Source: an optimization exercise on an open RTL-to-GDS flow (aim: small area, a short achievable clock period and few clock cycles). Production flows keep margins and buffers that such runs may drop.
Only simulation tests tie the RTL to the original design; equivalence was not proved.
Power and IR drop assume default switching activity.

Setup of maple:
## qc_fsm_complex
module qc_fsm_complex #(
  parameter int unsigned N    = 3,
  parameter int unsigned W    = 16,
  parameter int unsigned FRAC = W - 2
) (
  input  logic         clk,
  input  logic         reset,
  input  logic         load_ready,
  input  logic [W-1:0] load_data,
  input  logic         new_gate,
  output logic [W-1:0] send_data,
  output logic         busy,
  output logic         done,
  output logic         sat
);
Settings: LEC_CHECK=0, CAP_MARGIN=20, CORE_MARGIN=2, CORE_UTILIZATION=70, CTS_BUF_LIST=sky130_fd_sc_hd__clkbuf_8 sky130_fd_sc_hd__clkbuf_16, CTS_CLUSTER_DIAMETER=80, CTS_CLUSTER_SIZE=20, PLACE_DENSITY=0.75, SLEW_MARGIN=20; clock period 12.5 ns.
standard.sh (not shown) runs the stock make flow with config.mk's settings and CLKGATE_MAP_FILE= SYNTH_SCRIPT=/design/flow/synth_recipe.tcl, a recipe that flattens the netlist after the stock synthesis.
==> flow/flow/run.sh <==
#!/bin/bash
# The standard layout (standard.sh: standard synthesis, floorplan, place, CTS, route),
# with two changes to how it is made: the port buffers are buf_4 cells instead of the
# resizer's default pick (a delay cell), and timing repair aims at a setup slack margin
# well past zero, so that the layout runs faster than the clock period asks for.
# The clock period, SDC and all other settings are the standard flow's.
set -euo pipefail
cd "$(dirname "$0")/.."
export BUFFER_PORTS_ARGS="-buffer_cell sky130_fd_sc_hd__buf_4"
export SETUP_SLACK_MARGIN="${QC_SETUP_MARGIN:-9}"
export TNS_END_PERCENT=100
bash standard.sh > make_standard.log 2>&1
maple: done, clean on timing, DRC and antenna
Testbench counts of maple, summed over its fixed seeds: cycles 66,240.
Modified inputs, amber compared to maple
# maple
export LEC_CHECK = 0
export CAP_MARGIN = 20
export CORE_MARGIN = 2
export CORE_UTILIZATION = 70
export CTS_BUF_LIST = sky130_fd_sc_hd__clkbuf_8 sky130_fd_sc_hd__clkbuf_16
export CTS_CLUSTER_DIAMETER = 80
export CTS_CLUSTER_SIZE = 20
export PLACE_DENSITY = 0.75
export SLEW_MARGIN = 20
create_clock -name core_clock -period 12.5 [get_ports {clk}]
# amber
export LEC_CHECK = 0
export CAP_MARGIN = 20
export CORE_MARGIN = 2
export CORE_UTILIZATION = 70
export PLACE_DENSITY = 0.75
export SLEW_MARGIN = 20
create_clock -name core_clock -period 12.5 [get_ports {clk}]
==> flow/run.sh (new file) <==
#!/bin/bash
# synth_recipe.tcl (not shown) runs the flow's synth.tcl, then flattens the netlist and writes it again
# the make line also repeats each setting of config.mk as NAME=value (left out here)
make -C /OpenROAD-flow-scripts/flow DESIGN_CONFIG=/design/flow/config.mk WORK_HOME=/design/flow/orfs CLKGATE_MAP_FILE= SYNTH_SCRIPT=/design/flow/synth_recipe.tcl finish
removed: flow/flow/run.sh
removed: flow/standard.sh
==> run notes <==
- A group drawing the most power of combinational logic is what maple shows, while sequential cells belongs to amber.
- Relative to maple, worst slew slack as a fraction of its limit has increased by 0.33 points in amber.
- Compared with maple, in amber clock network power share went up, fraction of met2 tracks used by global routing went up, share of cell area taken by multi-input logic gates went down, final clock period utilization by the worst path went up.
- amber against maple; non-clock buffer count is down by more than half.
- For the least setup slack across all paths after layout, amber came in 430 ps lower than maple did.
- Termination of the worst setup path = sat: maple; termination of the worst setup path = acc_b_q[22]: amber
- Looking at critical path's slowest cell, the dfrtp_1 result is from maple; the fa_1 one comes from amber.
- Compared with maple, the detailed router inserted fewer vias in amber.
- maple consumes less power than amber.
Relative to amber, the following input files were edited for delta:
# amber
export LEC_CHECK = 0
export CAP_MARGIN = 20
export CORE_MARGIN = 2
export CORE_UTILIZATION = 70
export PLACE_DENSITY = 0.75
export SLEW_MARGIN = 20
create_clock -name core_clock -period 12.5 [get_ports {clk}]
# delta
export LEC_CHECK = 0
export CAP_MARGIN = 20
export CORE_MARGIN = 2
export CORE_UTILIZATION = 40
export SLEW_MARGIN = 20
create_clock -name core_clock -period 12.5 [get_ports {clk}]
==> run notes <==
Taking amber as the reference, in delta worst hold slack has increased; worst setup slack has decreased.
Note that the total met3 wirelength after detailed routing recorded for amber amounts to 1.2 times the value seen in delta.
Of amber and delta, the higher area of placed instances belongs to delta.
The standard cells in delta occupy more silicon area than those in amber do.
Looking only at signed area change from the synthesized netlist to the final layout, and setting everything else aside, the lower value of amber and delta goes to amber.
Going from amber to delta, wire length after detailed routing rose by about 2%, number of violations reported at the end of detailed-routing iteration 0 shrank by 7.8%, combinational power went up about 3%.
Looking at die outline area, delta sits above amber.
### delta -> tundra
# delta
export LEC_CHECK = 0
export CAP_MARGIN = 20
export CORE_MARGIN = 2
export CORE_UTILIZATION = 40
export SLEW_MARGIN = 20
create_clock -name core_clock -period 12.5 [get_ports {clk}]
# tundra
export LEC_CHECK = 0
export CAP_MARGIN = 20
export CORE_MARGIN = 2
export CORE_UTILIZATION = 70
export PLACE_DENSITY = 0.75
export SLEW_MARGIN = 20
create_clock -name core_clock -period 12.5 [get_ports {clk}]
==> flow/flow/run.sh (new file) <==
#!/bin/bash
# The standard layout (standard.sh: standard synthesis, floorplan, place, CTS, route),
# with two changes to how it is made: the port buffers are buf_4 cells instead of the
# resizer's default pick (a delay cell), and timing repair aims at a setup slack margin
# well past zero, so that the layout runs faster than the clock period asks for.
# The clock period, SDC and all other settings are the standard flow's.
set -euo pipefail
cd "$(dirname "$0")/.."
export BUFFER_PORTS_ARGS="-buffer_cell sky130_fd_sc_hd__buf_4"
export SETUP_SLACK_MARGIN="${QC_SETUP_MARGIN:-9}"
export TNS_END_PERCENT=100
bash standard.sh > make_standard.log 2>&1
==> flow/standard.sh (new file) <==
#!/bin/bash
# synth_recipe.tcl (not shown) runs the flow's synth.tcl, then flattens the netlist and writes it again
# the make line also repeats each setting of config.mk as NAME=value (left out here)
make -C /OpenROAD-flow-scripts/flow DESIGN_CONFIG=/design/flow/config.mk WORK_HOME=/design/flow/orfs CLKGATE_MAP_FILE= SYNTH_SCRIPT=/design/flow/synth_recipe.tcl "${@:-finish}"
removed: flow/run.sh
Results
tundra | stages: all done | timing, DRC, antenna: all pass. Slack of the worst reg-to-reg path is lower on delta. Taking tundra over delta, the total chip power ratio works out to 1.07. Number of placement rows ends up lower on tundra. From delta to tundra the numbers moved as follows: non-filler instance count after layout decreased 272; total wire length shows an increase of about 4.3%.
Relative to tundra, the following input files were edited for zinc:
# tundra
export LEC_CHECK = 0
export CAP_MARGIN = 20
export CORE_MARGIN = 2
export CORE_UTILIZATION = 70
export PLACE_DENSITY = 0.75
export SLEW_MARGIN = 20
create_clock -name core_clock -period 12.5 [get_ports {clk}]
# zinc
export LEC_CHECK = 0
export CAP_MARGIN = 20
export CORE_MARGIN = 2
export CORE_UTILIZATION = 70
export CTS_BUF_LIST = sky130_fd_sc_hd__clkbuf_8 sky130_fd_sc_hd__clkbuf_16
export CTS_CLUSTER_DIAMETER = 80
export CTS_CLUSTER_SIZE = 20
export PLACE_DENSITY = 0.75
export SLEW_MARGIN = 20
create_clock -name core_clock -period 12.5 [get_ports {clk}]
==> flow/run.sh (new file) <==
#!/bin/bash
# synth_recipe.tcl (not shown) runs the flow's synth.tcl, then flattens the netlist and writes it again
# the make line also repeats each setting of config.mk as NAME=value (left out here)
make -C /OpenROAD-flow-scripts/flow DESIGN_CONFIG=/design/flow/config.mk WORK_HOME=/design/flow/orfs CLKGATE_MAP_FILE= SYNTH_SCRIPT=/design/flow/synth_recipe.tcl finish
removed: flow/flow/run.sh
removed: flow/standard.sh
## What came out
- Non-clock buffer count was higher in tundra than in zinc.
- Compared with tundra, zinc shows a largest net degree at the start of global routing that is 1 lower.
- Of zinc and tundra, the higher sum of net half-perimeters after detailed placement belongs to tundra.
- When zinc is set beside tundra, its proportion of power drawn by combinational gates turns out to be 2.7 points smaller.
- | synthesized area | zinc vs tundra | ≈ equal |
- Going from tundra to zinc, count of cells along the worst register-to-register path higher; power lower; total routed wirelength lower.
- Clock network area share (lower): zinc
- Worst setup margin (higher): tundra

========
qc_fsm_complex, a different RTL version from the one above (not shown whole).
For scale: roughly 2100 cells after synthesis, roughly 700 flip-flops, about 30000 µm² of cells after synthesis.
==> flow/config.mk <==
export PLATFORM = sky130hd
export DESIGN_NAME = qc_fsm_complex
export DESIGN_NICKNAME = qc_fsm_complex
export VERILOG_FILES = /design/flow/design.v
export SDC_FILE = /design/flow/constraint.sdc
export NUM_CORES = 4
export LEC_CHECK = 0
export CAP_MARGIN = 20
export CORE_MARGIN = 2
export CORE_UTILIZATION = 60
export CTS_BUF_LIST = sky130_fd_sc_hd__clkbuf_16
export CTS_CLUSTER_DIAMETER = 90
export CTS_CLUSTER_SIZE = 24
export PLACE_DENSITY = 0.7
export SLEW_MARGIN = 20
==> flow/constraint.sdc <==
create_clock -name core_clock -period 12.5 [get_ports {clk}]
set_input_delay 2.5000 -clock core_clock [delete_from_list [all_inputs] [get_ports {clk}]]
set_output_delay 2.5000 -clock core_clock [all_outputs]
set_load 0.01 [all_outputs]
==> flow/flow/run.sh <==
#!/bin/bash
# The standard layout (standard.sh: standard synthesis, floorplan, place, CTS, route),
# with two changes to how it is made: the port buffers are buf_4 cells instead of the
# resizer's default pick (a delay cell), and timing repair aims at a setup slack margin
# well past zero, so that the layout runs faster than the clock period asks for.
# The clock period, SDC and all other settings are the standard flow's.
set -euo pipefail
cd "$(dirname "$0")/.."
export BUFFER_PORTS_ARGS="-buffer_cell sky130_fd_sc_hd__buf_4"
export SETUP_SLACK_MARGIN="${QC_SETUP_MARGIN:-8.9}"
export TNS_END_PERCENT=100
bash standard.sh > make_standard.log 2>&1
Testbench counts at the start, summed over its fixed seeds: cycles 66,240.
Change:
==> flow/config.mk (replaced) <==
export PLATFORM = sky130hd
export DESIGN_NAME = qc_fsm_complex
export DESIGN_NICKNAME = qc_fsm_complex
export VERILOG_FILES = /design/flow/design.v
export SDC_FILE = /design/flow/constraint.sdc
export NUM_CORES = 4
export LEC_CHECK = 0
export CAP_MARGIN = 20
export CORE_MARGIN = 2
export CORE_UTILIZATION = 70
export CTS_BUF_LIST = sky130_fd_sc_hd__clkbuf_8
export CTS_CLUSTER_DIAMETER = 70
export CTS_CLUSTER_SIZE = 16
export PLACE_DENSITY = 0.75
export SLEW_MARGIN = 20
=> The changed run produced a clean layout. Total power shrinks by about 4.4%. Die area shrinks by about 14%. Count of clock-buffer cells in the layout grows by 15. Final cell count shrinks by about 3.8%. Register-to-register slack is worse by 0.02 ns. Sequential share of layout area grows by 0.80 points. Sequential power hardly moves. Worst setup slack is worse by 0.11 ns.

-- port drivers added, routing unchanged --
The results above use ideal ports. As a check the final layouts listed here were re-extracted and re-timed, cells and wires unchanged.
Step 1 assumes that a clkbuf_16 drives the clock port and a buf_2 every other input.
Step 2 times the ports against the registers' clock, not the clock port: input delays grow and output delays shrink by t, the midpoint of the rising clock arrivals with the driver on.
a / b / c = ideal ports / drivers / drivers and shift; a / b = the first two.
run | t (ns) | slack for setup (ns) | pins driven straight from the clock port
maple | 0.635 | 8.829 / 8.774 / 8.634 | 1
amber | 0.657 | 8.403 / 8.367 / 8.105 | 1
delta | 0.661 | 8.374 / 8.315 / 8.212 | 1
tundra | 0.651 | 8.828 / 8.772 / 8.776 | 1
zinc | 0.633 | 8.418 / 8.362 / 8.230 | 1
the first run of note 2 | 0.630 | 8.870 / 8.812 / 8.667 | 1
the second run of note 2 | 0.721 | 8.762 / 8.708 / 8.694 | 1
After both steps setup and hold are still met in every run listed. For amber, which loses most, drivers alone change the setup slack by -0.036 ns; drivers and shift together by -0.298 ns.
